What follows belongs to an exercise in optimizing a design on an open flow for small area, a short achievable clock period and few clock cycles; a production flow would make more cautious choices.
Where RTL was checked, it was by simulation tests only, not by an equivalence proof against the original.
No functional check of the RTL was part of run 2.

==> flow/design.v, too long to show whole: its modules and the start of the top module <==
// module ex_logic_shift: 46 lines
// module ex_arith: 40 lines
// module ex_mul_iter: 453 lines
// module ex_ctrl: 182 lines
// module ex_top: 98 lines
module ex_top #(
    parameter int DATA_W = ex_pkg::DATA_W_DEF
) (
    input  logic              clk,
    input  logic              reset_i,
    input  logic              in_valid_i,
    output logic              in_ready_o,
    input  ex_pkg::alu_op_t   aluop_i,
    input  logic [DATA_W-1:0] reg1_i,
    input  logic [DATA_W-1:0] reg2_i,
    input  ex_pkg::reg_addr_t wd_i,
    input  logic              wreg_i,
    output logic              out_valid_o,
    input  logic              out_ready_i,
    output ex_pkg::reg_addr_t wd_o,
    output logic              wreg_o,
    output logic [DATA_W-1:0] wdata_o,
    output logic              overflow_o
);
  // ...
==> flow/flow/run.sh <==
#!/bin/bash
# The standard layout, with repair_timing aiming at a shorter path than the
# 25 ns clock needs (a larger setup slack margin) and plain buffers (not delay
# cells) on the ports; constraints are unchanged.
set -euo pipefail
bash standard.sh SETUP_SLACK_MARGIN=19 "BUFFER_PORTS_ARGS=-buffer_cell sky130_fd_sc_hd__buf_2" finish > standard_flow.log 2>&1
==> flow/standard.sh <==
#!/bin/bash
# synth_recipe.tcl (not shown) runs the flow's synth.tcl, then flattens the netlist and writes it again
# the make line also repeats each setting of config.mk as NAME=value (left out here)
make -C /OpenROAD-flow-scripts/flow DESIGN_CONFIG=/design/flow/config.mk WORK_HOME=/design/flow/orfs CLKGATE_MAP_FILE= SYNTH_SCRIPT=/design/flow/synth_recipe.tcl "${@:-finish}"
==> flow/config.mk <==
export PLATFORM = sky130hd
export DESIGN_NAME = ex_top
export DESIGN_NICKNAME = ex_top
export VERILOG_FILES = /design/flow/design.v
export SDC_FILE = /design/flow/constraint.sdc
export NUM_CORES = 4
export LEC_CHECK = 0
export CAP_MARGIN = 20
export CORE_MARGIN = 2
export CORE_UTILIZATION = 40
export SLEW_MARGIN = 20
==> flow/constraint.sdc <==
create_clock -name core_clock -period 25.0 [get_ports {clk}]
set_input_delay 5.0000 -clock core_clock [delete_from_list [all_inputs] [get_ports {clk}]]
set_output_delay 5.0000 -clock core_clock [all_outputs]
set_load 0.01 [all_outputs]
==> flow_metrics.tcl, run 1 <==
set metrics [dict create \
    status "timing/DRC/antenna clean" \
    clock_latency_ns 0.61 \
    hold_violations 0 \
    fin_hold_ws_ns 0.457 \
    drcViolationCount 0 \
    ctsLongestPathBuffers 3 \
    drt_first_pass_iters 6 \
    wl_met3_um 12400 \
    clock_skew_ns 0.0253 \
    finalSetupViolations 0 \
    fmax_mhz 162 \
    cts_tree "done" \
    gp_congestion 1.02 \
    syn_area_per_cell_um2 8.48 \
    synth-edff-count 122 \
    synth-xor-area-share 0.0859 \
    rr_startpoint "u_ctrl.op_q[2]$_DFFE_PP_" \
    worst_slack_ns 18.83 \
    synth.top_cell.area_share 0.150 \
    diodes 1 \
    critPathRequiredTime_ns 20.00 \
    clkSinkCount 231 \
    die_x_um 251 \
    hpwl_um 77700 \
]
Testbench counts, summed over its fixed seeds: cycles 6,532.
==> module ex_top, before the edit <==
module ex_top #(
    parameter int DATA_W = ex_pkg::DATA_W_DEF
) (
    input  logic              clk,
    input  logic              reset_i,
    input  logic              in_valid_i,
    output logic              in_ready_o,
    input  ex_pkg::alu_op_t   aluop_i,
    input  logic [DATA_W-1:0] reg1_i,
    input  logic [DATA_W-1:0] reg2_i,
    input  ex_pkg::reg_addr_t wd_i,
    input  logic              wreg_i,
    output logic              out_valid_o,
    input  logic              out_ready_i,
    output ex_pkg::reg_addr_t wd_o,
    output logic              wreg_o,
    output logic [DATA_W-1:0] wdata_o,
    output logic              overflow_o
);
    ex_pkg::alu_op_t     op;
    logic [DATA_W-1:0]   opa;
    logic [DATA_W-1:0]   opb;
    logic [DATA_W-1:0]   logic_res;
    logic [DATA_W-1:0]   shift_res;
    logic [DATA_W-1:0]   sum;
    logic                lt;
    logic [5:0]          clz;
    logic                ovf;
    logic                mul_signed;
    logic [3:0]          mul_one;
    logic [3:0]          mul_two;
    logic [3:0]          mul_neg;
    logic                mul_first;
    logic                mul_corr;
    logic [31:0]         mul_acc;
    logic [39:0]         mul_v;
    ex_ctrl #(.DATA_W(DATA_W)) u_ctrl (
        .clk          (clk),
        .reset_i      (reset_i),
        .in_valid_i   (in_valid_i),
        .in_ready_o   (in_ready_o),
        .aluop_i      (aluop_i),
        .reg1_i       (reg1_i),
        .reg2_i       (reg2_i),
        .wd_i         (wd_i),
        .wreg_i       (wreg_i),
        .out_valid_o  (out_valid_o),
        .out_ready_i  (out_ready_i),
        .wd_o         (wd_o),
        .wreg_o       (wreg_o),
        .wdata_o      (wdata_o),
        .overflow_o   (overflow_o),
        .op_o         (op),
        .opa_o        (opa),
        .opb_o        (opb),
        .logic_i      (logic_res),
        .shift_i      (shift_res),
        .sum_i        (sum),
        .lt_i         (lt),
        .clz_i        (clz),
        .ovf_i        (ovf),
        .mul_signed_o (mul_signed),
        .mul_one_o    (mul_one),
        .mul_two_o    (mul_two),
        .mul_neg_o    (mul_neg),
        .mul_first_o  (mul_first),
        .mul_corr_o   (mul_corr),
        .mul_acc_o    (mul_acc),
        .mul_v_i      (mul_v)
    );
    ex_logic_shift #(.DATA_W(DATA_W)) u_logic_shift (
        .op_i    (op),
        .opa_i   (opa),
        .opb_i   (opb),
        .logic_o (logic_res),
        .shift_o (shift_res)
    );
    ex_arith #(.DATA_W(DATA_W)) u_arith (
        .op_i  (op),
        .opa_i (opa),
        .opb_i (opb),
        .sum_o (sum),
        .lt_o  (lt),
        .clz_o (clz),
        .ovf_o (ovf)
    );
    ex_mul_iter #(.DATA_W(DATA_W)) u_mul (
        .a_i      (opa),
        .signed_i (mul_signed),
        .one_i    (mul_one),
        .two_i    (mul_two),
        .neg_i    (mul_neg),
        .first_i  (mul_first),
        .corr_i   (mul_corr),
        .acc_i    (mul_acc),
        .v_o      (mul_v)
    );
endmodule
==> run 2: changes to the inputs <==
==> flow/design.v (replaced) <==
package ex_pkg;
    localparam int REG_ADDR_W = 5;
    localparam int DATA_W_DEF = 32;
    typedef logic [REG_ADDR_W-1:0] reg_addr_t;
    typedef enum logic [4:0] {
        OP_OR,
        OP_AND,
        OP_NOR,
        OP_XOR,
        OP_SLL,
        OP_SRL,
        OP_SRA,
        OP_ADD,
        OP_ADDU,
        OP_SUB,
        OP_SUBU,
        OP_SLT,
        OP_SLTU,
        OP_CLZ,
        OP_CLO,
        OP_MULT,
        OP_MULTU,
        OP_MUL,
        OP_MFHI,
        OP_MFLO,
        OP_MTHI,
        OP_MTLO
    } alu_op_t;
    typedef enum logic [1:0] {
        RES_LOGIC_SHIFT,
        RES_ARITH,
        RES_MOVE,
        RES_MUL
    } res_sel_t;
endpackage
`timescale 1ns/1ns
module ex_logic_shift #(
    parameter int DATA_W = ex_pkg::DATA_W_DEF
) (
    input  ex_pkg::alu_op_t   op_i,
    input  logic [DATA_W-1:0] opa_i,
    input  logic [DATA_W-1:0] opb_i,
    output logic [DATA_W-1:0] logic_o,
    output logic [DATA_W-1:0] shift_o
);
    localparam int SH_W = $clog2(DATA_W);
    logic [SH_W-1:0]   shamt;
    logic              left;
    logic              fill;
    logic [DATA_W-1:0] src;
    logic [DATA_W-1:0] rsh;
    function automatic logic [DATA_W-1:0] reverse(input logic [DATA_W-1:0] v);
        for (int i = 0; i < DATA_W; i++)
            reverse[i] = v[DATA_W-1-i];
    endfunction
    logic [3:0] tt;
    always_comb
    begin
        case (op_i[1:0])
            2'd0:    tt = 4'b1110;
            2'd1:    tt = 4'b1000;
            2'd2:    tt = 4'b0001;
            default: tt = 4'b0110;
        endcase
        for (int i = 0; i < DATA_W; i++)
            logic_o[i] = tt[{opa_i[i], opb_i[i]}];
    end
    assign shamt = opa_i[SH_W-1:0];
    assign left  = (op_i == ex_pkg::OP_SLL);
    assign fill  = (op_i == ex_pkg::OP_SRA) && opb_i[DATA_W-1];
    assign src   = left ? reverse(opb_i) : opb_i;
    always_comb
    begin
        logic [DATA_W-1:0] r;
        r = src;
        for (int k = 0; k < SH_W; k++)
            if (shamt[k])
                r = (r >> (1 << k)) | (fill ? ~({DATA_W{1'b1}} >> (1 << k)) : '0);
        rsh = r;
    end
    assign shift_o = left ? reverse(rsh) : rsh;
endmodule
`timescale 1ns/1ns
module ex_arith #(
    parameter int DATA_W = ex_pkg::DATA_W_DEF
) (
    input  ex_pkg::alu_op_t   op_i,
    input  logic [DATA_W-1:0] opa_i,
    input  logic [DATA_W-1:0] opb_i,
    output logic [DATA_W-1:0] sum_o,
    output logic              lt_o,
    output logic [5:0]        clz_o,
    output logic              ovf_o
);
    localparam int MSB = DATA_W - 1;
    logic              sub_en;
    logic [DATA_W-1:0] addend;
    logic [DATA_W:0]   sum_full;
    logic              ovf_raw;
    logic [DATA_W-1:0] clz_src;
    function automatic logic [5:0] lzc32(input logic [31:0] v);
        logic [4:0] n;
        logic [31:0] x;
        x = v;
        n = '0;
        if (x[31:16] == '0) begin n[4] = 1'b1; x = {x[15:0], 16'd0}; end
        if (x[31:24] == '0) begin n[3] = 1'b1; x = {x[23:0], 8'd0}; end
        if (x[31:28] == '0) begin n[2] = 1'b1; x = {x[27:0], 4'd0}; end
        if (x[31:30] == '0) begin n[1] = 1'b1; x = {x[29:0], 2'd0}; end
        if (!x[31])         begin n[0] = 1'b1; end
        lzc32 = (v == '0) ? 6'd32 : {1'b0, n};
    endfunction
    assign sub_en = (op_i == ex_pkg::OP_SUB) || (op_i == ex_pkg::OP_SUBU) ||
                    (op_i == ex_pkg::OP_SLT) || (op_i == ex_pkg::OP_SLTU);
    assign addend   = sub_en ? ~opb_i : opb_i;
    assign sum_full = {1'b0, opa_i} + {1'b0, addend} + {{DATA_W{1'b0}}, sub_en};
    assign sum_o    = sum_full[MSB:0];
    assign ovf_raw = (opa_i[MSB] == addend[MSB]) && (sum_o[MSB] != opa_i[MSB]);
    assign lt_o = (op_i == ex_pkg::OP_SLT) ? (sum_o[MSB] ^ ovf_raw) : !sum_full[DATA_W];
    assign ovf_o = ((op_i == ex_pkg::OP_ADD) || (op_i == ex_pkg::OP_SUB)) && ovf_raw;
    assign clz_src = (op_i == ex_pkg::OP_CLO) ? ~opa_i : opa_i;
    assign clz_o   = lzc32(clz_src);
endmodule
`timescale 1ns/1ns
module ex_mul_iter #(
    parameter int DATA_W = ex_pkg::DATA_W_DEF
) (
    input  logic [DATA_W-1:0] a_i,       
    input  logic              signed_i,  
    input  logic [5:0]        one_i,     
    input  logic [5:0]        two_i,     
    input  logic [5:0]        neg_i,     
    input  logic              first_i,   
    input  logic [31:0]       acc_i,     
    output logic [43:0]       v_o
);
    logic [32:0] a33;
    logic [31:0] accg;
    logic [33:0] pp [6];
    assign a33    = {signed_i & a_i[DATA_W-1], a_i};
    assign accg   = first_i ? 32'd0 : acc_i;
    always_comb
    begin
        for (int j = 0; j < 6; j++)
            pp[j] = (two_i[j] ? {a33, 1'b0} : (one_i[j] ? {a33[32], a33} : 34'd0)) ^ {34{neg_i[j]}};
    end
    logic fs0, fc0, hs0, hc0;
    logic fs1, fc1, hs1, hc1;
    logic fs2, fc2, hs2, hc2;
    logic fs3, fc3, hs3, hc3;
    logic fs4, fc4, hs4, hc4;
    logic fs5, fc5, hs5, hc5;
    logic fs6, fc6, hs6, hc6;
    logic fs7, fc7, hs7, hc7;
    logic fs8, fc8, hs8, hc8;
    logic fs9, fc9, hs9, hc9;
    logic fs10, fc10, hs10, hc10;
    logic fs11, fc11, hs11, hc11;
    logic fs12, fc12, hs12, hc12;
    logic fs13, fc13, hs13, hc13;
    logic fs14, fc14, hs14, hc14;
    logic fs15, fc15, hs15, hc15;
    logic fs16, fc16, hs16, hc16;
    logic fs17, fc17, hs17, hc17;
    logic fs18, fc18, hs18, hc18;
    logic fs19, fc19, hs19, hc19;
    logic fs20, fc20, hs20, hc20;
    logic fs21, fc21, hs21, hc21;
    logic fs22, fc22, hs22, hc22;
    logic fs23, fc23, hs23, hc23;
    logic fs24, fc24, hs24, hc24;
    logic fs25, fc25, hs25, hc25;
    logic fs26, fc26, hs26, hc26;
    logic fs27, fc27, hs27, hc27;
    logic fs28, fc28, hs28, hc28;
    logic fs29, fc29, hs29, hc29;
    logic fs30, fc30, hs30, hc30;
    logic fs31, fc31, hs31, hc31;
    logic fs32, fc32, hs32, hc32;
    logic fs33, fc33, hs33, hc33;
    logic fs34, fc34, hs34, hc34;
    logic fs35, fc35, hs35, hc35;
    logic fs36, fc36, hs36, hc36;
    logic fs37, fc37, hs37, hc37;
    logic fs38, fc38, hs38, hc38;
    logic fs39, fc39, hs39, hc39;
    logic fs40, fc40, hs40, hc40;
    logic fs41, fc41, hs41, hc41;
    logic fs42, fc42, hs42, hc42;
    logic fs43, fc43, hs43, hc43;
    logic fs44, fc44, hs44, hc44;
    logic fs45, fc45, hs45, hc45;
    logic fs46, fc46, hs46, hc46;
    logic fs47, fc47, hs47, hc47;
    logic fs48, fc48, hs48, hc48;
    logic fs49, fc49, hs49, hc49;
    logic fs50, fc50, hs50, hc50;
    logic fs51, fc51, hs51, hc51;
    logic fs52, fc52, hs52, hc52;
    logic fs53, fc53, hs53, hc53;
    logic fs54, fc54, hs54, hc54;
    logic fs55, fc55, hs55, hc55;
    logic fs56, fc56, hs56, hc56;
    logic fs57, fc57, hs57, hc57;
    logic fs58, fc58, hs58, hc58;
    logic fs59, fc59, hs59, hc59;
    logic fs60, fc60, hs60, hc60;
    logic fs61, fc61, hs61, hc61;
    logic fs62, fc62, hs62, hc62;
    logic fs63, fc63, hs63, hc63;
    logic fs64, fc64, hs64, hc64;
    logic fs65, fc65, hs65, hc65;
    logic fs66, fc66, hs66, hc66;
    logic fs67, fc67, hs67, hc67;
    logic fs68, fc68, hs68, hc68;
    logic fs69, fc69, hs69, hc69;
    logic fs70, fc70, hs70, hc70;
    logic fs71, fc71, hs71, hc71;
    logic fs72, fc72, hs72, hc72;
    logic fs73, fc73, hs73, hc73;
    logic fs74, fc74, hs74, hc74;
    logic fs75, fc75, hs75, hc75;
    logic fs76, fc76, hs76, hc76;
    logic fs77, fc77, hs77, hc77;
    logic fs78, fc78, hs78, hc78;
    logic fs79, fc79, hs79, hc79;
    logic fs80, fc80, hs80, hc80;
    logic fs81, fc81, hs81, hc81;
    logic fs82, fc82, hs82, hc82;
    logic fs83, fc83, hs83, hc83;
    logic fs84, fc84, hs84, hc84;
    logic fs85, fc85, hs85, hc85;
    logic fs86, fc86, hs86, hc86;
    logic fs87, fc87, hs87, hc87;
    logic fs88, fc88, hs88, hc88;
    logic fs89, fc89, hs89, hc89;
    logic fs90, fc90, hs90, hc90;
    logic fs91, fc91, hs91, hc91;
    logic fs92, fc92, hs92, hc92;
    logic fs93, fc93, hs93, hc93;
    logic fs94, fc94, hs94, hc94;
    logic fs95, fc95, hs95, hc95;
    logic fs96, fc96, hs96, hc96;
    logic fs97, fc97, hs97, hc97;
    logic fs98, fc98, hs98, hc98;
    logic fs99, fc99, hs99, hc99;
    logic fs100, fc100, hs100, hc100;
    logic fs101, fc101, hs101, hc101;
    logic fs102, fc102, hs102, hc102;
    logic fs103, fc103, hs103, hc103;
    logic fs104, fc104, hs104, hc104;
    logic fs105, fc105, hs105, hc105;
    logic fs106, fc106, hs106, hc106;
    logic fs107, fc107, hs107, hc107;
    logic fs108, fc108, hs108, hc108;
    logic fs109, fc109, hs109, hc109;
    logic fs110, fc110, hs110, hc110;
    logic fs111, fc111, hs111, hc111;
    logic fs112, fc112, hs112, hc112;
    logic fs113, fc113, hs113, hc113;
    logic fs114, fc114, hs114, hc114;
    logic fs115, fc115, hs115, hc115;
    logic fs116, fc116, hs116, hc116;
    logic fs117, fc117, hs117, hc117;
    logic fs118, fc118, hs118, hc118;
    logic fs119, fc119, hs119, hc119;
    logic fs120, fc120, hs120, hc120;
    logic fs121, fc121, hs121, hc121;
    logic fs122, fc122, hs122, hc122;
    logic fs123, fc123, hs123, hc123;
    logic fs124, fc124, hs124, hc124;
    logic fs125, fc125, hs125, hc125;
    logic fs126, fc126, hs126, hc126;
    logic fs127, fc127, hs127, hc127;
    logic fs128, fc128, hs128, hc128;
    logic fs129, fc129, hs129, hc129;
    logic fs130, fc130, hs130, hc130;
    logic fs131, fc131, hs131, hc131;
    logic fs132, fc132, hs132, hc132;
    logic fs133, fc133, hs133, hc133;
    logic fs134, fc134, hs134, hc134;
    logic fs135, fc135, hs135, hc135;
    logic fs136, fc136, hs136, hc136;
    logic fs137, fc137, hs137, hc137;
    logic fs138, fc138, hs138, hc138;
    logic fs139, fc139, hs139, hc139;
    logic fs140, fc140, hs140, hc140;
    logic fs141, fc141, hs141, hc141;
    logic fs142, fc142, hs142, hc142;
    logic fs143, fc143, hs143, hc143;
    logic fs144, fc144, hs144, hc144;
    logic fs145, fc145, hs145, hc145;
    logic fs146, fc146, hs146, hc146;
    logic fs147, fc147, hs147, hc147;
    logic fs148, fc148, hs148, hc148;
    logic fs149, fc149, hs149, hc149;
    logic fs150, fc150, hs150, hc150;
    logic fs151, fc151, hs151, hc151;
    logic fs152, fc152, hs152, hc152;
    logic fs153, fc153, hs153, hc153;
    logic fs154, fc154, hs154, hc154;
    logic fs155, fc155, hs155, hc155;
    logic fs156, fc156, hs156, hc156;
    logic fs157, fc157, hs157, hc157;
    logic fs158, fc158, hs158, hc158;
    logic fs159, fc159, hs159, hc159;
    logic fs160, fc160, hs160, hc160;
    logic fs161, fc161, hs161, hc161;
    logic fs162, fc162, hs162, hc162;
    logic fs163, fc163, hs163, hc163;
    logic fs164, fc164, hs164, hc164;
    logic fs165, fc165, hs165, hc165;
    logic fs166, fc166, hs166, hc166;
    logic fs167, fc167, hs167, hc167;
    logic fs168, fc168, hs168, hc168;
    logic fs169, fc169, hs169, hc169;
    logic fs170, fc170, hs170, hc170;
    logic fs171, fc171, hs171, hc171;
    logic fs172, fc172, hs172, hc172;
    logic fs173, fc173, hs173, hc173;
    logic fs174, fc174, hs174, hc174;
    logic fs175, fc175, hs175, hc175;
    logic fs176, fc176, hs176, hc176;
    logic fs177, fc177, hs177, hc177;
    logic fs178, fc178, hs178, hc178;
    logic fs179, fc179, hs179, hc179;
    logic fs180, fc180, hs180, hc180;
    logic fs181, fc181, hs181, hc181;
    logic fs182, fc182, hs182, hc182;
    logic fs183, fc183, hs183, hc183;
    logic fs184, fc184, hs184, hc184;
    logic fs185, fc185, hs185, hc185;
    logic fs186, fc186, hs186, hc186;
    logic fs187, fc187, hs187, hc187;
    logic fs188, fc188, hs188, hc188;
    logic fs189, fc189, hs189, hc189;
    logic fs190, fc190, hs190, hc190;
    logic fs191, fc191, hs191, hc191;
    logic fs192, fc192, hs192, hc192;
    logic fs193, fc193, hs193, hc193;
    logic fs194, fc194, hs194, hc194;
    logic fs195, fc195, hs195, hc195;
    logic fs196, fc196, hs196, hc196;
    logic fs197, fc197, hs197, hc197;
    assign hs0 = pp[0][8] ^ pp[1][6];
    assign hc0 = pp[0][8] & pp[1][6];
    assign hs1 = pp[0][9] ^ pp[1][7];
    assign hc1 = pp[0][9] & pp[1][7];
    assign fs2 = pp[0][10] ^ pp[1][8] ^ pp[2][6];
    assign fc2 = (pp[0][10] & pp[1][8]) | (pp[0][10] & pp[2][6]) | (pp[1][8] & pp[2][6]);
    assign hs3 = pp[3][4] ^ pp[4][2];
    assign hc3 = pp[3][4] & pp[4][2];
    assign fs4 = pp[0][11] ^ pp[1][9] ^ pp[2][7];
    assign fc4 = (pp[0][11] & pp[1][9]) | (pp[0][11] & pp[2][7]) | (pp[1][9] & pp[2][7]);
    assign hs5 = pp[3][5] ^ pp[4][3];
    assign hc5 = pp[3][5] & pp[4][3];
    assign fs6 = pp[0][12] ^ pp[1][10] ^ pp[2][8];
    assign fc6 = (pp[0][12] & pp[1][10]) | (pp[0][12] & pp[2][8]) | (pp[1][10] & pp[2][8]);
    assign hs7 = pp[3][6] ^ pp[4][4];
    assign hc7 = pp[3][6] & pp[4][4];
    assign fs8 = pp[0][13] ^ pp[1][11] ^ pp[2][9];
    assign fc8 = (pp[0][13] & pp[1][11]) | (pp[0][13] & pp[2][9]) | (pp[1][11] & pp[2][9]);
    assign hs9 = pp[3][7] ^ pp[4][5];
    assign hc9 = pp[3][7] & pp[4][5];
    assign fs10 = pp[0][14] ^ pp[1][12] ^ pp[2][10];
    assign fc10 = (pp[0][14] & pp[1][12]) | (pp[0][14] & pp[2][10]) | (pp[1][12] & pp[2][10]);
    assign hs11 = pp[3][8] ^ pp[4][6];
    assign hc11 = pp[3][8] & pp[4][6];
    assign fs12 = pp[0][15] ^ pp[1][13] ^ pp[2][11];
    assign fc12 = (pp[0][15] & pp[1][13]) | (pp[0][15] & pp[2][11]) | (pp[1][13] & pp[2][11]);
    assign hs13 = pp[3][9] ^ pp[4][7];
    assign hc13 = pp[3][9] & pp[4][7];
    assign fs14 = pp[0][16] ^ pp[1][14] ^ pp[2][12];
    assign fc14 = (pp[0][16] & pp[1][14]) | (pp[0][16] & pp[2][12]) | (pp[1][14] & pp[2][12]);
    assign hs15 = pp[3][10] ^ pp[4][8];
    assign hc15 = pp[3][10] & pp[4][8];
    assign fs16 = pp[0][17] ^ pp[1][15] ^ pp[2][13];
    assign fc16 = (pp[0][17] & pp[1][15]) | (pp[0][17] & pp[2][13]) | (pp[1][15] & pp[2][13]);
    assign hs17 = pp[3][11] ^ pp[4][9];
    assign hc17 = pp[3][11] & pp[4][9];
    assign fs18 = pp[0][18] ^ pp[1][16] ^ pp[2][14];
    assign fc18 = (pp[0][18] & pp[1][16]) | (pp[0][18] & pp[2][14]) | (pp[1][16] & pp[2][14]);
    assign hs19 = pp[3][12] ^ pp[4][10];
    assign hc19 = pp[3][12] & pp[4][10];
    assign fs20 = pp[0][19] ^ pp[1][17] ^ pp[2][15];
    assign fc20 = (pp[0][19] & pp[1][17]) | (pp[0][19] & pp[2][15]) | (pp[1][17] & pp[2][15]);
    assign hs21 = pp[3][13] ^ pp[4][11];
    assign hc21 = pp[3][13] & pp[4][11];
    assign fs22 = pp[0][20] ^ pp[1][18] ^ pp[2][16];
    assign fc22 = (pp[0][20] & pp[1][18]) | (pp[0][20] & pp[2][16]) | (pp[1][18] & pp[2][16]);
    assign hs23 = pp[3][14] ^ pp[4][12];
    assign hc23 = pp[3][14] & pp[4][12];
    assign fs24 = pp[0][21] ^ pp[1][19] ^ pp[2][17];
    assign fc24 = (pp[0][21] & pp[1][19]) | (pp[0][21] & pp[2][17]) | (pp[1][19] & pp[2][17]);
    assign hs25 = pp[3][15] ^ pp[4][13];
    assign hc25 = pp[3][15] & pp[4][13];
    assign fs26 = pp[0][22] ^ pp[1][20] ^ pp[2][18];
    assign fc26 = (pp[0][22] & pp[1][20]) | (pp[0][22] & pp[2][18]) | (pp[1][20] & pp[2][18]);
    assign hs27 = pp[3][16] ^ pp[4][14];
    assign hc27 = pp[3][16] & pp[4][14];
    assign fs28 = pp[0][23] ^ pp[1][21] ^ pp[2][19];
    assign fc28 = (pp[0][23] & pp[1][21]) | (pp[0][23] & pp[2][19]) | (pp[1][21] & pp[2][19]);
    assign hs29 = pp[3][17] ^ pp[4][15];
    assign hc29 = pp[3][17] & pp[4][15];
    assign fs30 = pp[0][24] ^ pp[1][22] ^ pp[2][20];
    assign fc30 = (pp[0][24] & pp[1][22]) | (pp[0][24] & pp[2][20]) | (pp[1][22] & pp[2][20]);
    assign hs31 = pp[3][18] ^ pp[4][16];
    assign hc31 = pp[3][18] & pp[4][16];
    assign fs32 = pp[0][25] ^ pp[1][23] ^ pp[2][21];
    assign fc32 = (pp[0][25] & pp[1][23]) | (pp[0][25] & pp[2][21]) | (pp[1][23] & pp[2][21]);
    assign hs33 = pp[3][19] ^ pp[4][17];
    assign hc33 = pp[3][19] & pp[4][17];
    assign fs34 = pp[0][26] ^ pp[1][24] ^ pp[2][22];
    assign fc34 = (pp[0][26] & pp[1][24]) | (pp[0][26] & pp[2][22]) | (pp[1][24] & pp[2][22]);
    assign hs35 = pp[3][20] ^ pp[4][18];
    assign hc35 = pp[3][20] & pp[4][18];
    assign fs36 = pp[0][27] ^ pp[1][25] ^ pp[2][23];
    assign fc36 = (pp[0][27] & pp[1][25]) | (pp[0][27] & pp[2][23]) | (pp[1][25] & pp[2][23]);
    assign hs37 = pp[3][21] ^ pp[4][19];
    assign hc37 = pp[3][21] & pp[4][19];
    assign fs38 = pp[0][28] ^ pp[1][26] ^ pp[2][24];
    assign fc38 = (pp[0][28] & pp[1][26]) | (pp[0][28] & pp[2][24]) | (pp[1][26] & pp[2][24]);
    assign hs39 = pp[3][22] ^ pp[4][20];
    assign hc39 = pp[3][22] & pp[4][20];
    assign fs40 = pp[0][29] ^ pp[1][27] ^ pp[2][25];
    assign fc40 = (pp[0][29] & pp[1][27]) | (pp[0][29] & pp[2][25]) | (pp[1][27] & pp[2][25]);
    assign hs41 = pp[3][23] ^ pp[4][21];
    assign hc41 = pp[3][23] & pp[4][21];
    assign fs42 = pp[0][30] ^ pp[1][28] ^ pp[2][26];
    assign fc42 = (pp[0][30] & pp[1][28]) | (pp[0][30] & pp[2][26]) | (pp[1][28] & pp[2][26]);
    assign hs43 = pp[3][24] ^ pp[4][22];
    assign hc43 = pp[3][24] & pp[4][22];
    assign fs44 = pp[0][31] ^ pp[1][29] ^ pp[2][27];
    assign fc44 = (pp[0][31] & pp[1][29]) | (pp[0][31] & pp[2][27]) | (pp[1][29] & pp[2][27]);
    assign fs45 = pp[3][25] ^ pp[4][23] ^ pp[5][21];
    assign fc45 = (pp[3][25] & pp[4][23]) | (pp[3][25] & pp[5][21]) | (pp[4][23] & pp[5][21]);
    assign fs46 = pp[0][32] ^ pp[1][30] ^ pp[2][28];
    assign fc46 = (pp[0][32] & pp[1][30]) | (pp[0][32] & pp[2][28]) | (pp[1][30] & pp[2][28]);
    assign hs47 = pp[3][26] ^ pp[4][24];
    assign hc47 = pp[3][26] & pp[4][24];
    assign fs48 = ~pp[0][33] ^ pp[1][31] ^ pp[2][29];
    assign fc48 = (~pp[0][33] & pp[1][31]) | (~pp[0][33] & pp[2][29]) | (pp[1][31] & pp[2][29]);
    assign hs49 = pp[1][32] ^ pp[2][30];
    assign hc49 = pp[1][32] & pp[2][30];
    assign hs50 = pp[0][4] ^ pp[1][2];
    assign hc50 = pp[0][4] & pp[1][2];
    assign hs51 = pp[0][5] ^ pp[1][3];
    assign hc51 = pp[0][5] & pp[1][3];
    assign fs52 = pp[0][6] ^ pp[1][4] ^ pp[2][2];
    assign fc52 = (pp[0][6] & pp[1][4]) | (pp[0][6] & pp[2][2]) | (pp[1][4] & pp[2][2]);
    assign hs53 = pp[3][0] ^ accg[6];
    assign hc53 = pp[3][0] & accg[6];
    assign fs54 = pp[0][7] ^ pp[1][5] ^ pp[2][3];
    assign fc54 = (pp[0][7] & pp[1][5]) | (pp[0][7] & pp[2][3]) | (pp[1][5] & pp[2][3]);
    assign hs55 = pp[3][1] ^ accg[7];
    assign hc55 = pp[3][1] & accg[7];
    assign fs56 = hs0 ^ pp[2][4] ^ pp[3][2];
    assign fc56 = (hs0 & pp[2][4]) | (hs0 & pp[3][2]) | (pp[2][4] & pp[3][2]);
    assign fs57 = pp[4][0] ^ accg[8] ^ neg_i[4];
    assign fc57 = (pp[4][0] & accg[8]) | (pp[4][0] & neg_i[4]) | (accg[8] & neg_i[4]);
    assign fs58 = hs1 ^ pp[2][5] ^ pp[3][3];
    assign fc58 = (hs1 & pp[2][5]) | (hs1 & pp[3][3]) | (pp[2][5] & pp[3][3]);
    assign fs59 = pp[4][1] ^ accg[9] ^ hc0;
    assign fc59 = (pp[4][1] & accg[9]) | (pp[4][1] & hc0) | (accg[9] & hc0);
    assign fs60 = fs2 ^ hs3 ^ pp[5][0];
    assign fc60 = (fs2 & hs3) | (fs2 & pp[5][0]) | (hs3 & pp[5][0]);
    assign fs61 = accg[10] ^ neg_i[5] ^ hc1;
    assign fc61 = (accg[10] & neg_i[5]) | (accg[10] & hc1) | (neg_i[5] & hc1);
    assign fs62 = fs4 ^ hs5 ^ pp[5][1];
    assign fc62 = (fs4 & hs5) | (fs4 & pp[5][1]) | (hs5 & pp[5][1]);
    assign fs63 = accg[11] ^ fc2 ^ hc3;
    assign fc63 = (accg[11] & fc2) | (accg[11] & hc3) | (fc2 & hc3);
    assign fs64 = fs6 ^ hs7 ^ pp[5][2];
    assign fc64 = (fs6 & hs7) | (fs6 & pp[5][2]) | (hs7 & pp[5][2]);
    assign fs65 = accg[12] ^ fc4 ^ hc5;
    assign fc65 = (accg[12] & fc4) | (accg[12] & hc5) | (fc4 & hc5);
    assign fs66 = fs8 ^ hs9 ^ pp[5][3];
    assign fc66 = (fs8 & hs9) | (fs8 & pp[5][3]) | (hs9 & pp[5][3]);
    assign fs67 = accg[13] ^ fc6 ^ hc7;
    assign fc67 = (accg[13] & fc6) | (accg[13] & hc7) | (fc6 & hc7);
    assign fs68 = fs10 ^ hs11 ^ pp[5][4];
    assign fc68 = (fs10 & hs11) | (fs10 & pp[5][4]) | (hs11 & pp[5][4]);
    assign fs69 = accg[14] ^ fc8 ^ hc9;
    assign fc69 = (accg[14] & fc8) | (accg[14] & hc9) | (fc8 & hc9);
    assign fs70 = fs12 ^ hs13 ^ pp[5][5];
    assign fc70 = (fs12 & hs13) | (fs12 & pp[5][5]) | (hs13 & pp[5][5]);
    assign fs71 = accg[15] ^ fc10 ^ hc11;
    assign fc71 = (accg[15] & fc10) | (accg[15] & hc11) | (fc10 & hc11);
    assign fs72 = fs14 ^ hs15 ^ pp[5][6];
    assign fc72 = (fs14 & hs15) | (fs14 & pp[5][6]) | (hs15 & pp[5][6]);
    assign fs73 = accg[16] ^ fc12 ^ hc13;
    assign fc73 = (accg[16] & fc12) | (accg[16] & hc13) | (fc12 & hc13);
    assign fs74 = fs16 ^ hs17 ^ pp[5][7];
    assign fc74 = (fs16 & hs17) | (fs16 & pp[5][7]) | (hs17 & pp[5][7]);
    assign fs75 = accg[17] ^ fc14 ^ hc15;
    assign fc75 = (accg[17] & fc14) | (accg[17] & hc15) | (fc14 & hc15);
    assign fs76 = fs18 ^ hs19 ^ pp[5][8];
    assign fc76 = (fs18 & hs19) | (fs18 & pp[5][8]) | (hs19 & pp[5][8]);
    assign fs77 = accg[18] ^ fc16 ^ hc17;
    assign fc77 = (accg[18] & fc16) | (accg[18] & hc17) | (fc16 & hc17);
    assign fs78 = fs20 ^ hs21 ^ pp[5][9];
    assign fc78 = (fs20 & hs21) | (fs20 & pp[5][9]) | (hs21 & pp[5][9]);
    assign fs79 = accg[19] ^ fc18 ^ hc19;
    assign fc79 = (accg[19] & fc18) | (accg[19] & hc19) | (fc18 & hc19);
    assign fs80 = fs22 ^ hs23 ^ pp[5][10];
    assign fc80 = (fs22 & hs23) | (fs22 & pp[5][10]) | (hs23 & pp[5][10]);
    assign fs81 = accg[20] ^ fc20 ^ hc21;
    assign fc81 = (accg[20] & fc20) | (accg[20] & hc21) | (fc20 & hc21);
    assign fs82 = fs24 ^ hs25 ^ pp[5][11];
    assign fc82 = (fs24 & hs25) | (fs24 & pp[5][11]) | (hs25 & pp[5][11]);
    assign fs83 = accg[21] ^ fc22 ^ hc23;
    assign fc83 = (accg[21] & fc22) | (accg[21] & hc23) | (fc22 & hc23);
    assign fs84 = fs26 ^ hs27 ^ pp[5][12];
    assign fc84 = (fs26 & hs27) | (fs26 & pp[5][12]) | (hs27 & pp[5][12]);
    assign fs85 = accg[22] ^ fc24 ^ hc25;
    assign fc85 = (accg[22] & fc24) | (accg[22] & hc25) | (fc24 & hc25);
    assign fs86 = fs28 ^ hs29 ^ pp[5][13];
    assign fc86 = (fs28 & hs29) | (fs28 & pp[5][13]) | (hs29 & pp[5][13]);
    assign fs87 = accg[23] ^ fc26 ^ hc27;
    assign fc87 = (accg[23] & fc26) | (accg[23] & hc27) | (fc26 & hc27);
    assign fs88 = fs30 ^ hs31 ^ pp[5][14];
    assign fc88 = (fs30 & hs31) | (fs30 & pp[5][14]) | (hs31 & pp[5][14]);
    assign fs89 = accg[24] ^ fc28 ^ hc29;
    assign fc89 = (accg[24] & fc28) | (accg[24] & hc29) | (fc28 & hc29);
    assign fs90 = fs32 ^ hs33 ^ pp[5][15];
    assign fc90 = (fs32 & hs33) | (fs32 & pp[5][15]) | (hs33 & pp[5][15]);
    assign fs91 = accg[25] ^ fc30 ^ hc31;
    assign fc91 = (accg[25] & fc30) | (accg[25] & hc31) | (fc30 & hc31);
    assign fs92 = fs34 ^ hs35 ^ pp[5][16];
    assign fc92 = (fs34 & hs35) | (fs34 & pp[5][16]) | (hs35 & pp[5][16]);
    assign fs93 = accg[26] ^ fc32 ^ hc33;
    assign fc93 = (accg[26] & fc32) | (accg[26] & hc33) | (fc32 & hc33);
    assign fs94 = fs36 ^ hs37 ^ pp[5][17];
    assign fc94 = (fs36 & hs37) | (fs36 & pp[5][17]) | (hs37 & pp[5][17]);
    assign fs95 = accg[27] ^ fc34 ^ hc35;
    assign fc95 = (accg[27] & fc34) | (accg[27] & hc35) | (fc34 & hc35);
    assign fs96 = fs38 ^ hs39 ^ pp[5][18];
    assign fc96 = (fs38 & hs39) | (fs38 & pp[5][18]) | (hs39 & pp[5][18]);
    assign fs97 = accg[28] ^ fc36 ^ hc37;
    assign fc97 = (accg[28] & fc36) | (accg[28] & hc37) | (fc36 & hc37);
    assign fs98 = fs40 ^ hs41 ^ pp[5][19];
    assign fc98 = (fs40 & hs41) | (fs40 & pp[5][19]) | (hs41 & pp[5][19]);
    assign fs99 = accg[29] ^ fc38 ^ hc39;
    assign fc99 = (accg[29] & fc38) | (accg[29] & hc39) | (fc38 & hc39);
    assign fs100 = fs42 ^ hs43 ^ pp[5][20];
    assign fc100 = (fs42 & hs43) | (fs42 & pp[5][20]) | (hs43 & pp[5][20]);
    assign fs101 = accg[30] ^ fc40 ^ hc41;
    assign fc101 = (accg[30] & fc40) | (accg[30] & hc41) | (fc40 & hc41);
    assign fs102 = fs44 ^ fs45 ^ ~accg[31];
    assign fc102 = (fs44 & fs45) | (fs44 & ~accg[31]) | (fs45 & ~accg[31]);
    assign fs103 = 1'b1 ^ fc42 ^ hc43;
    assign fc103 = (1'b1 & fc42) | (1'b1 & hc43) | (fc42 & hc43);
    assign fs104 = fs46 ^ hs47 ^ pp[5][22];
    assign fc104 = (fs46 & hs47) | (fs46 & pp[5][22]) | (hs47 & pp[5][22]);
    assign fs105 = 1'b1 ^ fc44 ^ fc45;
    assign fc105 = (1'b1 & fc44) | (1'b1 & fc45) | (fc44 & fc45);
    assign fs106 = fs48 ^ pp[3][27] ^ pp[4][25];
    assign fc106 = (fs48 & pp[3][27]) | (fs48 & pp[4][25]) | (pp[3][27] & pp[4][25]);
    assign fs107 = pp[5][23] ^ fc46 ^ hc47;
    assign fc107 = (pp[5][23] & fc46) | (pp[5][23] & hc47) | (fc46 & hc47);
    assign fs108 = hs49 ^ pp[3][28] ^ pp[4][26];
    assign fc108 = (hs49 & pp[3][28]) | (hs49 & pp[4][26]) | (pp[3][28] & pp[4][26]);
    assign fs109 = pp[5][24] ^ 1'b1 ^ fc48;
    assign fc109 = (pp[5][24] & 1'b1) | (pp[5][24] & fc48) | (1'b1 & fc48);
    assign fs110 = ~pp[1][33] ^ pp[2][31] ^ pp[3][29];
    assign fc110 = (~pp[1][33] & pp[2][31]) | (~pp[1][33] & pp[3][29]) | (pp[2][31] & pp[3][29]);
    assign fs111 = pp[4][27] ^ pp[5][25] ^ hc49;
    assign fc111 = (pp[4][27] & pp[5][25]) | (pp[4][27] & hc49) | (pp[5][25] & hc49);
    assign fs112 = pp[2][32] ^ pp[3][30] ^ pp[4][28];
    assign fc112 = (pp[2][32] & pp[3][30]) | (pp[2][32] & pp[4][28]) | (pp[3][30] & pp[4][28]);
    assign hs113 = pp[5][26] ^ 1'b1;
    assign hc113 = pp[5][26] & 1'b1;
    assign fs114 = ~pp[2][33] ^ pp[3][31] ^ pp[4][29];
    assign fc114 = (~pp[2][33] & pp[3][31]) | (~pp[2][33] & pp[4][29]) | (pp[3][31] & pp[4][29]);
    assign hs115 = pp[3][32] ^ pp[4][30];
    assign hc115 = pp[3][32] & pp[4][30];
    assign hs116 = pp[0][2] ^ pp[1][0];
    assign hc116 = pp[0][2] & pp[1][0];
    assign hs117 = pp[0][3] ^ pp[1][1];
    assign hc117 = pp[0][3] & pp[1][1];
    assign fs118 = hs50 ^ pp[2][0] ^ accg[4];
    assign fc118 = (hs50 & pp[2][0]) | (hs50 & accg[4]) | (pp[2][0] & accg[4]);
    assign fs119 = hs51 ^ pp[2][1] ^ accg[5];
    assign fc119 = (hs51 & pp[2][1]) | (hs51 & accg[5]) | (pp[2][1] & accg[5]);
    assign fs120 = fs52 ^ hs53 ^ neg_i[3];
    assign fc120 = (fs52 & hs53) | (fs52 & neg_i[3]) | (hs53 & neg_i[3]);
    assign fs121 = fs54 ^ hs55 ^ fc52;
    assign fc121 = (fs54 & hs55) | (fs54 & fc52) | (hs55 & fc52);
    assign fs122 = fs56 ^ fs57 ^ fc54;
    assign fc122 = (fs56 & fs57) | (fs56 & fc54) | (fs57 & fc54);
    assign fs123 = fs58 ^ fs59 ^ fc56;
    assign fc123 = (fs58 & fs59) | (fs58 & fc56) | (fs59 & fc56);
    assign fs124 = fs60 ^ fs61 ^ fc58;
    assign fc124 = (fs60 & fs61) | (fs60 & fc58) | (fs61 & fc58);
    assign fs125 = fs62 ^ fs63 ^ fc60;
    assign fc125 = (fs62 & fs63) | (fs62 & fc60) | (fs63 & fc60);
    assign fs126 = fs64 ^ fs65 ^ fc62;
    assign fc126 = (fs64 & fs65) | (fs64 & fc62) | (fs65 & fc62);
    assign fs127 = fs66 ^ fs67 ^ fc64;
    assign fc127 = (fs66 & fs67) | (fs66 & fc64) | (fs67 & fc64);
    assign fs128 = fs68 ^ fs69 ^ fc66;
    assign fc128 = (fs68 & fs69) | (fs68 & fc66) | (fs69 & fc66);
    assign fs129 = fs70 ^ fs71 ^ fc68;
    assign fc129 = (fs70 & fs71) | (fs70 & fc68) | (fs71 & fc68);
    assign fs130 = fs72 ^ fs73 ^ fc70;
    assign fc130 = (fs72 & fs73) | (fs72 & fc70) | (fs73 & fc70);
    assign fs131 = fs74 ^ fs75 ^ fc72;
    assign fc131 = (fs74 & fs75) | (fs74 & fc72) | (fs75 & fc72);
    assign fs132 = fs76 ^ fs77 ^ fc74;
    assign fc132 = (fs76 & fs77) | (fs76 & fc74) | (fs77 & fc74);
    assign fs133 = fs78 ^ fs79 ^ fc76;
    assign fc133 = (fs78 & fs79) | (fs78 & fc76) | (fs79 & fc76);
    assign fs134 = fs80 ^ fs81 ^ fc78;
    assign fc134 = (fs80 & fs81) | (fs80 & fc78) | (fs81 & fc78);
    assign fs135 = fs82 ^ fs83 ^ fc80;
    assign fc135 = (fs82 & fs83) | (fs82 & fc80) | (fs83 & fc80);
    assign fs136 = fs84 ^ fs85 ^ fc82;
    assign fc136 = (fs84 & fs85) | (fs84 & fc82) | (fs85 & fc82);
    assign fs137 = fs86 ^ fs87 ^ fc84;
    assign fc137 = (fs86 & fs87) | (fs86 & fc84) | (fs87 & fc84);
    assign fs138 = fs88 ^ fs89 ^ fc86;
    assign fc138 = (fs88 & fs89) | (fs88 & fc86) | (fs89 & fc86);
    assign fs139 = fs90 ^ fs91 ^ fc88;
    assign fc139 = (fs90 & fs91) | (fs90 & fc88) | (fs91 & fc88);
    assign fs140 = fs92 ^ fs93 ^ fc90;
    assign fc140 = (fs92 & fs93) | (fs92 & fc90) | (fs93 & fc90);
    assign fs141 = fs94 ^ fs95 ^ fc92;
    assign fc141 = (fs94 & fs95) | (fs94 & fc92) | (fs95 & fc92);
    assign fs142 = fs96 ^ fs97 ^ fc94;
    assign fc142 = (fs96 & fs97) | (fs96 & fc94) | (fs97 & fc94);
    assign fs143 = fs98 ^ fs99 ^ fc96;
    assign fc143 = (fs98 & fs99) | (fs98 & fc96) | (fs99 & fc96);
    assign fs144 = fs100 ^ fs101 ^ fc98;
    assign fc144 = (fs100 & fs101) | (fs100 & fc98) | (fs101 & fc98);
    assign fs145 = fs102 ^ fs103 ^ fc100;
    assign fc145 = (fs102 & fs103) | (fs102 & fc100) | (fs103 & fc100);
    assign fs146 = fs104 ^ fs105 ^ fc102;
    assign fc146 = (fs104 & fs105) | (fs104 & fc102) | (fs105 & fc102);
    assign fs147 = fs106 ^ fs107 ^ fc104;
    assign fc147 = (fs106 & fs107) | (fs106 & fc104) | (fs107 & fc104);
    assign fs148 = fs108 ^ fs109 ^ fc106;
    assign fc148 = (fs108 & fs109) | (fs108 & fc106) | (fs109 & fc106);
    assign fs149 = fs110 ^ fs111 ^ fc108;
    assign fc149 = (fs110 & fs111) | (fs110 & fc108) | (fs111 & fc108);
    assign fs150 = fs112 ^ hs113 ^ fc110;
    assign fc150 = (fs112 & hs113) | (fs112 & fc110) | (hs113 & fc110);
    assign fs151 = fs114 ^ pp[5][27] ^ fc112;
    assign fc151 = (fs114 & pp[5][27]) | (fs114 & fc112) | (pp[5][27] & fc112);
    assign fs152 = hs115 ^ pp[5][28] ^ 1'b1;
    assign fc152 = (hs115 & pp[5][28]) | (hs115 & 1'b1) | (pp[5][28] & 1'b1);
    assign fs153 = ~pp[3][33] ^ pp[4][31] ^ pp[5][29];
    assign fc153 = (~pp[3][33] & pp[4][31]) | (~pp[3][33] & pp[5][29]) | (pp[4][31] & pp[5][29]);
    assign hs154 = pp[4][32] ^ pp[5][30];
    assign hc154 = pp[4][32] & pp[5][30];
    assign hs155 = pp[0][0] ^ accg[0];
    assign hc155 = pp[0][0] & accg[0];
    assign hs156 = pp[0][1] ^ accg[1];
    assign hc156 = pp[0][1] & accg[1];
    assign fs157 = hs116 ^ accg[2] ^ neg_i[1];
    assign fc157 = (hs116 & accg[2]) | (hs116 & neg_i[1]) | (accg[2] & neg_i[1]);
    assign fs158 = hs117 ^ accg[3] ^ hc116;
    assign fc158 = (hs117 & accg[3]) | (hs117 & hc116) | (accg[3] & hc116);
    assign fs159 = fs118 ^ neg_i[2] ^ hc117;
    assign fc159 = (fs118 & neg_i[2]) | (fs118 & hc117) | (neg_i[2] & hc117);
    assign fs160 = fs119 ^ hc50 ^ fc118;
    assign fc160 = (fs119 & hc50) | (fs119 & fc118) | (hc50 & fc118);
    assign fs161 = fs120 ^ hc51 ^ fc119;
    assign fc161 = (fs120 & hc51) | (fs120 & fc119) | (hc51 & fc119);
    assign fs162 = fs121 ^ hc53 ^ fc120;
    assign fc162 = (fs121 & hc53) | (fs121 & fc120) | (hc53 & fc120);
    assign fs163 = fs122 ^ hc55 ^ fc121;
    assign fc163 = (fs122 & hc55) | (fs122 & fc121) | (hc55 & fc121);
    assign fs164 = fs123 ^ fc57 ^ fc122;
    assign fc164 = (fs123 & fc57) | (fs123 & fc122) | (fc57 & fc122);
    assign fs165 = fs124 ^ fc59 ^ fc123;
    assign fc165 = (fs124 & fc59) | (fs124 & fc123) | (fc59 & fc123);
    assign fs166 = fs125 ^ fc61 ^ fc124;
    assign fc166 = (fs125 & fc61) | (fs125 & fc124) | (fc61 & fc124);
    assign fs167 = fs126 ^ fc63 ^ fc125;
    assign fc167 = (fs126 & fc63) | (fs126 & fc125) | (fc63 & fc125);
    assign fs168 = fs127 ^ fc65 ^ fc126;
    assign fc168 = (fs127 & fc65) | (fs127 & fc126) | (fc65 & fc126);
    assign fs169 = fs128 ^ fc67 ^ fc127;
    assign fc169 = (fs128 & fc67) | (fs128 & fc127) | (fc67 & fc127);
    assign fs170 = fs129 ^ fc69 ^ fc128;
    assign fc170 = (fs129 & fc69) | (fs129 & fc128) | (fc69 & fc128);
    assign fs171 = fs130 ^ fc71 ^ fc129;
    assign fc171 = (fs130 & fc71) | (fs130 & fc129) | (fc71 & fc129);
    assign fs172 = fs131 ^ fc73 ^ fc130;
    assign fc172 = (fs131 & fc73) | (fs131 & fc130) | (fc73 & fc130);
    assign fs173 = fs132 ^ fc75 ^ fc131;
    assign fc173 = (fs132 & fc75) | (fs132 & fc131) | (fc75 & fc131);
    assign fs174 = fs133 ^ fc77 ^ fc132;
    assign fc174 = (fs133 & fc77) | (fs133 & fc132) | (fc77 & fc132);
    assign fs175 = fs134 ^ fc79 ^ fc133;
    assign fc175 = (fs134 & fc79) | (fs134 & fc133) | (fc79 & fc133);
    assign fs176 = fs135 ^ fc81 ^ fc134;
    assign fc176 = (fs135 & fc81) | (fs135 & fc134) | (fc81 & fc134);
    assign fs177 = fs136 ^ fc83 ^ fc135;
    assign fc177 = (fs136 & fc83) | (fs136 & fc135) | (fc83 & fc135);
    assign fs178 = fs137 ^ fc85 ^ fc136;
    assign fc178 = (fs137 & fc85) | (fs137 & fc136) | (fc85 & fc136);
    assign fs179 = fs138 ^ fc87 ^ fc137;
    assign fc179 = (fs138 & fc87) | (fs138 & fc137) | (fc87 & fc137);
    assign fs180 = fs139 ^ fc89 ^ fc138;
    assign fc180 = (fs139 & fc89) | (fs139 & fc138) | (fc89 & fc138);
    assign fs181 = fs140 ^ fc91 ^ fc139;
    assign fc181 = (fs140 & fc91) | (fs140 & fc139) | (fc91 & fc139);
    assign fs182 = fs141 ^ fc93 ^ fc140;
    assign fc182 = (fs141 & fc93) | (fs141 & fc140) | (fc93 & fc140);
    assign fs183 = fs142 ^ fc95 ^ fc141;
    assign fc183 = (fs142 & fc95) | (fs142 & fc141) | (fc95 & fc141);
    assign fs184 = fs143 ^ fc97 ^ fc142;
    assign fc184 = (fs143 & fc97) | (fs143 & fc142) | (fc97 & fc142);
    assign fs185 = fs144 ^ fc99 ^ fc143;
    assign fc185 = (fs144 & fc99) | (fs144 & fc143) | (fc99 & fc143);
    assign fs186 = fs145 ^ fc101 ^ fc144;
    assign fc186 = (fs145 & fc101) | (fs145 & fc144) | (fc101 & fc144);
    assign fs187 = fs146 ^ fc103 ^ fc145;
    assign fc187 = (fs146 & fc103) | (fs146 & fc145) | (fc103 & fc145);
    assign fs188 = fs147 ^ fc105 ^ fc146;
    assign fc188 = (fs147 & fc105) | (fs147 & fc146) | (fc105 & fc146);
    assign fs189 = fs148 ^ fc107 ^ fc147;
    assign fc189 = (fs148 & fc107) | (fs148 & fc147) | (fc107 & fc147);
    assign fs190 = fs149 ^ fc109 ^ fc148;
    assign fc190 = (fs149 & fc109) | (fs149 & fc148) | (fc109 & fc148);
    assign fs191 = fs150 ^ fc111 ^ fc149;
    assign fc191 = (fs150 & fc111) | (fs150 & fc149) | (fc111 & fc149);
    assign fs192 = fs151 ^ hc113 ^ fc150;
    assign fc192 = (fs151 & hc113) | (fs151 & fc150) | (hc113 & fc150);
    assign fs193 = fs152 ^ fc114 ^ fc151;
    assign fc193 = (fs152 & fc114) | (fs152 & fc151) | (fc114 & fc151);
    assign fs194 = fs153 ^ hc115 ^ fc152;
    assign fc194 = (fs153 & hc115) | (fs153 & fc152) | (hc115 & fc152);
    assign fs195 = hs154 ^ 1'b1 ^ fc153;
    assign fc195 = (hs154 & 1'b1) | (hs154 & fc153) | (1'b1 & fc153);
    assign fs196 = ~pp[4][33] ^ pp[5][31] ^ hc154;
    assign fc196 = (~pp[4][33] & pp[5][31]) | (~pp[4][33] & hc154) | (pp[5][31] & hc154);
    assign hs197 = pp[5][32] ^ 1'b1;
    assign hc197 = pp[5][32] & 1'b1;
    logic [43:0] row_a, row_b;
    assign row_a = {~pp[5][33], hs197, fs196, fs195, fs194, fs193, fs192, fs191, fs190, fs189, fs188, fs187, fs186, fs185, fs184, fs183, fs182, fs181, fs180, fs179, fs178, fs177, fs176, fs175, fs174, fs173, fs172, fs171, fs170, fs169, fs168, fs167, fs166, fs165, fs164, fs163, fs162, fs161, fs160, fs159, fs158, fs157, hs156, hs155};
    assign row_b = {hc197, fc196, fc195, fc194, fc193, fc192, fc191, fc190, fc189, fc188, fc187, fc186, fc185, fc184, fc183, fc182, fc181, fc180, fc179, fc178, fc177, fc176, fc175, fc174, fc173, fc172, fc171, fc170, fc169, fc168, fc167, fc166, fc165, fc164, fc163, fc162, fc161, fc160, fc159, fc158, fc157, hc156, hc155, neg_i[0]};
    assign v_o = row_a + row_b;
endmodule
`timescale 1ns/1ns
module ex_ctrl #(
    parameter int DATA_W = ex_pkg::DATA_W_DEF
) (
    input  logic                clk,
    input  logic                reset_i,
    input  logic                in_valid_i,
    output logic                in_ready_o,
    input  ex_pkg::alu_op_t     aluop_i,
    input  logic [DATA_W-1:0]   reg1_i,
    input  logic [DATA_W-1:0]   reg2_i,
    input  ex_pkg::reg_addr_t   wd_i,
    input  logic                wreg_i,
    output logic                out_valid_o,
    input  logic                out_ready_i,
    output ex_pkg::reg_addr_t   wd_o,
    output logic                wreg_o,
    output logic [DATA_W-1:0]   wdata_o,
    output logic                overflow_o,
    output ex_pkg::alu_op_t     op_o,
    output logic [DATA_W-1:0]   opa_o,
    output logic [DATA_W-1:0]   opb_o,
    input  logic [DATA_W-1:0]   logic_i,
    input  logic [DATA_W-1:0]   shift_i,
    input  logic [DATA_W-1:0]   sum_i,
    input  logic                lt_i,
    input  logic [5:0]          clz_i,
    input  logic                ovf_i,
    output logic                mul_signed_o,
    output logic [5:0]          mul_one_o,
    output logic [5:0]          mul_two_o,
    output logic [5:0]          mul_neg_o,
    output logic                mul_first_o,
    output logic [31:0]         mul_acc_o,
    input  logic [43:0]         mul_v_i
);
    localparam int RW = DATA_W + 7;    
    logic              in_v;
    ex_pkg::alu_op_t   op_q;
    logic [DATA_W-1:0] a_q;
    logic [DATA_W-1:0] b_q;
    ex_pkg::reg_addr_t wd_q;
    logic              wreg_q;
    logic [1:0]        cnt_q;
    logic [17:0]       bsel_q;      
    logic [11:0]       chunk_next;  
    logic              in_ready_q;
    logic              sk_v;
    logic [RW-1:0]     sk_q;
    logic [RW-1:0]     out_q;
    logic [DATA_W-1:0] hi_q;
    logic [DATA_W-1:0] lo_q;
    logic              accept;
    logic              is_mul;
    logic              mul_last;
    logic              done;
    logic              fire;
    logic              out_free;
    logic              in_v_next;
    logic              sk_v_next;
    logic              done_next;
    logic              step;
    logic [DATA_W-1:0] mul_lo;
    logic [DATA_W-1:0] res;
    logic [RW-1:0]     res_w;
    function automatic logic [17:0] booth_enc(input logic [11:0] c, input logic prev);
        logic [2:0] t;
        for (int j = 0; j < 6; j++)
        begin
            t = {c[2*j+1], c[2*j], (j == 0) ? prev : c[2*j-1]};
            booth_enc[j]      = t[1] ^ t[0];
            booth_enc[6 + j]  = (t[2] & ~t[1] & ~t[0]) | (~t[2] & t[1] & t[0]);
            booth_enc[12 + j] = t[2];
        end
    endfunction
    function automatic logic op_is_mul(input ex_pkg::alu_op_t op);
        op_is_mul = (op == ex_pkg::OP_MULT) || (op == ex_pkg::OP_MULTU) || (op == ex_pkg::OP_MUL);
    endfunction
    assign in_ready_o = in_ready_q;
    assign accept     = in_valid_i && in_ready_q;
    assign is_mul   = op_is_mul(op_q);
    assign mul_last = (cnt_q == 2'd2);
    assign done     = !is_mul || mul_last;
    assign fire     = in_v && done && !sk_v;
    assign step     = in_v && is_mul && !mul_last && !sk_v;
    assign out_free = !out_valid_o || out_ready_i;
    assign op_o  = op_q;
    assign opa_o = a_q;
    assign opb_o = b_q;
    assign mul_signed_o = (op_q != ex_pkg::OP_MULTU);
    assign {mul_neg_o, mul_two_o, mul_one_o} = bsel_q;
    assign mul_first_o  = (cnt_q == 2'd0);
    assign mul_acc_o    = sk_q[32:1];
    assign mul_lo       = {mul_v_i[7:0], b_q[DATA_W-1:8]};
    assign chunk_next   = (cnt_q == 2'd0) ? b_q[23:12] :
                          {{4{(op_q != ex_pkg::OP_MULTU) && b_q[19]}}, b_q[19:12]};
    always_comb
    begin
        case (op_q)
            ex_pkg::OP_OR, ex_pkg::OP_AND, ex_pkg::OP_NOR, ex_pkg::OP_XOR:
                res = logic_i;
            ex_pkg::OP_SLL, ex_pkg::OP_SRL, ex_pkg::OP_SRA:
                res = shift_i;
            ex_pkg::OP_ADD, ex_pkg::OP_ADDU, ex_pkg::OP_SUB, ex_pkg::OP_SUBU:
                res = sum_i;
            ex_pkg::OP_SLT, ex_pkg::OP_SLTU:
                res = {{(DATA_W-1){1'b0}}, lt_i};
            ex_pkg::OP_CLZ, ex_pkg::OP_CLO:
                res = {{(DATA_W-6){1'b0}}, clz_i};
            ex_pkg::OP_MULT, ex_pkg::OP_MULTU, ex_pkg::OP_MUL:
                res = mul_last ? mul_lo : mul_v_i[43:12];
            ex_pkg::OP_MFHI:
                res = hi_q;
            ex_pkg::OP_MFLO:
                res = lo_q;
            default:
                res = '0;
        endcase
    end
    assign res_w = {wd_q, wreg_q && !ovf_i, res, ovf_i};
    assign {wd_o, wreg_o, wdata_o, overflow_o} = out_q;
    assign in_v_next = accept || (in_v && !fire);
    assign sk_v_next = sk_v ? !out_free : (fire && !out_free);
    assign done_next = accept ? !op_is_mul(aluop_i) : (!is_mul || mul_last || (cnt_q == 2'd1 && step));
    always_ff @(posedge clk)
    begin
        if (reset_i)
        begin
            in_v        <= 1'b0;
            in_ready_q  <= 1'b1;
            out_valid_o <= 1'b0;
            sk_v        <= 1'b0;
        end
        else
        begin
            in_v        <= in_v_next;
            in_ready_q  <= !in_v_next || (done_next && !sk_v_next);
            out_valid_o <= sk_v || fire || (out_valid_o && !out_ready_i);
            sk_v        <= sk_v_next;
        end
    end
    always_ff @(posedge clk)
    begin
        if (in_ready_q)
        begin
            op_q    <= aluop_i;
            a_q     <= reg1_i;
            wd_q    <= wd_i;
            wreg_q  <= wreg_i;
        end
    end
    always_ff @(posedge clk)
    begin
        if (in_ready_q)
        begin
            b_q     <= reg2_i;
            cnt_q   <= 2'd0;
            bsel_q  <= booth_enc(reg2_i[11:0], 1'b0);
        end
        else if (step)
        begin
            b_q     <= {mul_v_i[11:0], b_q[DATA_W-1:12]};
            cnt_q   <= cnt_q + 2'd1;
            bsel_q  <= booth_enc(chunk_next, b_q[11]);
        end
    end
    always_ff @(posedge clk)
    begin
        if (out_free)
            out_q <= sk_v ? sk_q : res_w;
        if (!sk_v)
            sk_q <= res_w;
    end
    always_ff @(posedge clk)
    begin
        if (reset_i)
        begin
            hi_q <= '0;
            lo_q <= '0;
        end
        else if (fire)
        begin
            case (op_q)
                ex_pkg::OP_MTHI: hi_q <= a_q;
                ex_pkg::OP_MTLO: lo_q <= a_q;
                ex_pkg::OP_MULT, ex_pkg::OP_MULTU:
                begin
                    hi_q <= mul_v_i[39:8];
                    lo_q <= mul_lo;
                end
                default: ;
            endcase
        end
    end
endmodule
`timescale 1ns/1ns
module ex_top #(
    parameter int DATA_W = ex_pkg::DATA_W_DEF
) (
    input  logic              clk,
    input  logic              reset_i,
    input  logic              in_valid_i,
    output logic              in_ready_o,
    input  ex_pkg::alu_op_t   aluop_i,
    input  logic [DATA_W-1:0] reg1_i,
    input  logic [DATA_W-1:0] reg2_i,
    input  ex_pkg::reg_addr_t wd_i,
    input  logic              wreg_i,
    output logic              out_valid_o,
    input  logic              out_ready_i,
    output ex_pkg::reg_addr_t wd_o,
    output logic              wreg_o,
    output logic [DATA_W-1:0] wdata_o,
    output logic              overflow_o
);
    ex_pkg::alu_op_t     op;
    logic [DATA_W-1:0]   opa;
    logic [DATA_W-1:0]   opb;
    logic [DATA_W-1:0]   logic_res;
    logic [DATA_W-1:0]   shift_res;
    logic [DATA_W-1:0]   sum;
    logic                lt;
    logic [5:0]          clz;
    logic                ovf;
    logic                mul_signed;
    logic [5:0]          mul_one;
    logic [5:0]          mul_two;
    logic [5:0]          mul_neg;
    logic                mul_first;
    logic [31:0]         mul_acc;
    logic [43:0]         mul_v;
    ex_ctrl #(.DATA_W(DATA_W)) u_ctrl (
        .clk          (clk),
        .reset_i      (reset_i),
        .in_valid_i   (in_valid_i),
        .in_ready_o   (in_ready_o),
        .aluop_i      (aluop_i),
        .reg1_i       (reg1_i),
        .reg2_i       (reg2_i),
        .wd_i         (wd_i),
        .wreg_i       (wreg_i),
        .out_valid_o  (out_valid_o),
        .out_ready_i  (out_ready_i),
        .wd_o         (wd_o),
        .wreg_o       (wreg_o),
        .wdata_o      (wdata_o),
        .overflow_o   (overflow_o),
        .op_o         (op),
        .opa_o        (opa),
        .opb_o        (opb),
        .logic_i      (logic_res),
        .shift_i      (shift_res),
        .sum_i        (sum),
        .lt_i         (lt),
        .clz_i        (clz),
        .ovf_i        (ovf),
        .mul_signed_o (mul_signed),
        .mul_one_o    (mul_one),
        .mul_two_o    (mul_two),
        .mul_neg_o    (mul_neg),
        .mul_first_o  (mul_first),
        .mul_acc_o    (mul_acc),
        .mul_v_i      (mul_v)
    );
    ex_logic_shift #(.DATA_W(DATA_W)) u_logic_shift (
        .op_i    (op),
        .opa_i   (opa),
        .opb_i   (opb),
        .logic_o (logic_res),
        .shift_o (shift_res)
    );
    ex_arith #(.DATA_W(DATA_W)) u_arith (
        .op_i  (op),
        .opa_i (opa),
        .opb_i (opb),
        .sum_o (sum),
        .lt_o  (lt),
        .clz_o (clz),
        .ovf_o (ovf)
    );
    ex_mul_iter #(.DATA_W(DATA_W)) u_mul (
        .a_i      (opa),
        .signed_i (mul_signed),
        .one_i    (mul_one),
        .two_i    (mul_two),
        .neg_i    (mul_neg),
        .first_i  (mul_first),
        .acc_i    (mul_acc),
        .v_o      (mul_v)
    );
endmodule
==> run 2 against run 1 <==
Maximum frequency fell by 3.3%. Sequential share of layout area fell by 2.4 points. Count of clock-buffer cells in the layout increased by 5. Non-clock buffer count increased by 68. First-iteration DRC count increased by 7.5%. Register-to-register slack lost 0.40 ns. Hold slack better by 0.017 ns. Via count grew 11%. Setup slack worse by 0.21 ns. Synthesized cell count rose by 13%. Critical path depth rose by 23. Critical path type is now reg -> reg. Highest routed layer unchanged.
==> flow_metrics.tcl, run 2 <==
set metrics [dict create \
    cpMostUsedCell "fa_1" \
    dp_cells 4075 \
    nets 3641 \
    grt_pass1_wl_um 171000 \
    cp-end-kind "flip-flop" \
    drt_first_pass_iters 9 \
    top_regs "u_ctrl.out_q x39, u_ctrl.sk_q x39" \
    syn_area_per_cell_um2 8.54 \
    ys_ff_latch 237 \
    root_buffer "clkbuf_16" \
    path_delay_family "adder cells" \
    holdPathStages 1 \
    diodes 0 \
    cp_slowest_cell "fa_1" \
    finalSetupViolations 0 \
    synth.most_common_cell "nand2_1" \
    final_cell_mix "nand2_1, inv_1, xnor2_1" \
    hpwl_um 81600 \
    cts_tree "done" \
    worst_ep_arrival_time_ns 6.70 \
    initial_core_util 0.403 \
    die_x_um 267 \
    drtAntennaViolNets 0 \
    grt_max_degree 68 \
    final_common_cell "nand2_1" \
    synth.top_cell.area_share 0.139 \
    tightest_slew_ns 1.33 \
    clkSinkCount 237 \
    rows 96 \
    clock_skew_ns 0.0235 \
    hold_violations 0 \
    yosysUniqueCellTypes 94 \
    post-route-util 0.476 \
    track_usage 0.324 \
    fmax_mhz 157 \
    synth_top_cells_by_area "edfxtp_1, fa_1, xnor2_1, dfxtp_1, ha_1" \
    min_period_over_period 0.255 \
    vias 26767 \
    synth-edff-count 128 \
    worst-path-buf-inv 7 \
    fin_cells 4238 \
    ys_warn_count 5 \
    ctsLongestPathBuffers 3 \
    r2r_cells 24 \
    final_design_area_no_fill_um2 32600 \
    drcViolationCount 0 \
    clock_latency_ns 0.62 \
    finalSetupTns_ns 0 \
    synthFlopType "edfxtp_1" \
    layout-drive-gt1-share 0.202 \
    gp_congestion 1.07 \
    clk_pin_slew_ns 0.07 \
    crit_type "reg -> reg" \
    critPathRequiredTime_ns 25.32 \
    status "timing/DRC/antenna clean" \
    cts_max_level 1 \
    holdBufCountCts 0 \
    slew_violations 0 \
    grt_pass1_vias 25291 \
    detail_route.wl_per_cell_um 28.0 \
    hold_path_class "reg -> reg" \
    place_area_um2 29100 \
    fin_hold_ws_ns 0.474 \
    synth_area_um2 27700 \
    drt_wl_total_um 119000 \
    synthCells 3239 \
    cp_max_fo 5 \
    port_buffers 119 \
    synth_area_leader_cell "edfxtp_1" \
]
-- run 2: cell families after synthesis --
family | synth area share
DFF | 0.218
AOI/OAI and AO/OA | 0.235
and+or+nand+nor | 0.123
adders and majority gates | 0.169
buffers and inverters | 0.0787
xor gates and xnor gates | 0.0982
muxes | 0.0781
-- run 2: metal layers --
metal  wire length, um  share of wire  vias to the layer above
li1                  -              -                    11684
met3             13400           0.11                      365
met2             51200           0.43                     1707
met1             45100           0.38                    13009
met4              9020          0.076                        2
met5                13        0.00011                        -
-- run 2: final timing paths --
path                                            startpoint                         end  slack, ns
worst max register to register  u_ctrl.bsel_q[8]$_DFFE_PP_  u_ctrl.out_q[23]$_DFFE_PN_      18.62
worst max-delay path            u_ctrl.bsel_q[8]$_DFFE_PP_  u_ctrl.out_q[23]$_DFFE_PN_      18.62
worst min-delay path               u_ctrl.sk_q[35]$_DFF_P_     u_ctrl.sk_q[35]$_DFF_P_       0.47
worst min register to register     u_ctrl.sk_q[35]$_DFF_P_     u_ctrl.sk_q[35]$_DFF_P_       0.47
-- run 2: layout make-up --
class	count	area, um2
repair buffers	330	2570
fillers	6481	36000
clock inverters	19	224
well taps	931	1160
inverters	247	931
flip-flops and latches	237	6030
clock buffers	39	880
multi-input cells	2435	20800
-- run 2: timing repair --
action,in CTS,in global routing
pin swaps,49,100
gates resized for setup,168,140
endpoints found under the setup margin,128,122
endpoints found under the hold margin,0,0
cloned,5,2
buffers inserted,58,40
-- run 2: worst register-to-register path, cell delays in order, from the launching register on --
cell and delay, ns:
edfxtp_1 0.43, buf_12 0.17, nor2b_4 0.14, buf_6 0.12
buf_12 0.13, a22oi_2 0.08, xnor2_2 0.18, fa_1 0.54
inv_1 0.05, fa_1 0.47, fa_1 0.51, inv_2 0.04
fa_1 0.49, ha_4 0.30, nand4_1 0.13, buf_4 0.18
or4_4 0.41, a211o_1 0.30, o21a_4 0.16, a2111oi_4 0.39
buf_4 0.19, nor2_2 0.05, xnor2_2 0.22, o211ai_1 0.14
a22o_1 0.29
-- run 2: per-stage QoR --
step	setup WS, ns
after floorplan	18.95
after global placement	18.06
after detailed placement	17.99
after CTS	18.73
after global routing	18.50
final	18.62

-- afterwards: timing with drivers on the ports --
How much do the figures lean on ideal ports? The routed layouts below were timed once more, with nothing changed but the port constraints.
Step 1 (the two cells are an assumption about what drives the block):
set clk [get_ports {clk}]
set_driving_cell -lib_cell sky130_fd_sc_hd__clkbuf_16 $clk
set_driving_cell -lib_cell sky130_fd_sc_hd__buf_2 [delete_from_list [all_inputs] $clk]
Step 2 adds t to the input delays and takes it off the output delays; t is the mean of the earliest and latest rising clock arrival at the registers after step 1. Input paths then give back, and output paths get back, about the clock's delay inside the block.
a / b / c = ideal ports / drivers / drivers and shift; a / b = the first two.
| run | t, ns | setup slack, ns | hold WS [ns] | worst slew at a driven data input, ns | cell pins on the clock port's net |
|---|---|---|---|---|---|
| run 1 | 0.661 | 18.835 / 18.773 / 18.759 | 0.457 / 0.457 / 0.457 | 0.04 | 1 |
| run 2 | 0.667 | 18.623 / 18.623 / 18.623 | 0.474 / 0.474 / 0.474 | 0.04 | 1 |
After both steps setup and hold are still met in every run listed. The setup slack of run 1, which loses most, moves by -0.062 ns with the drivers and by -0.076 ns with both steps.
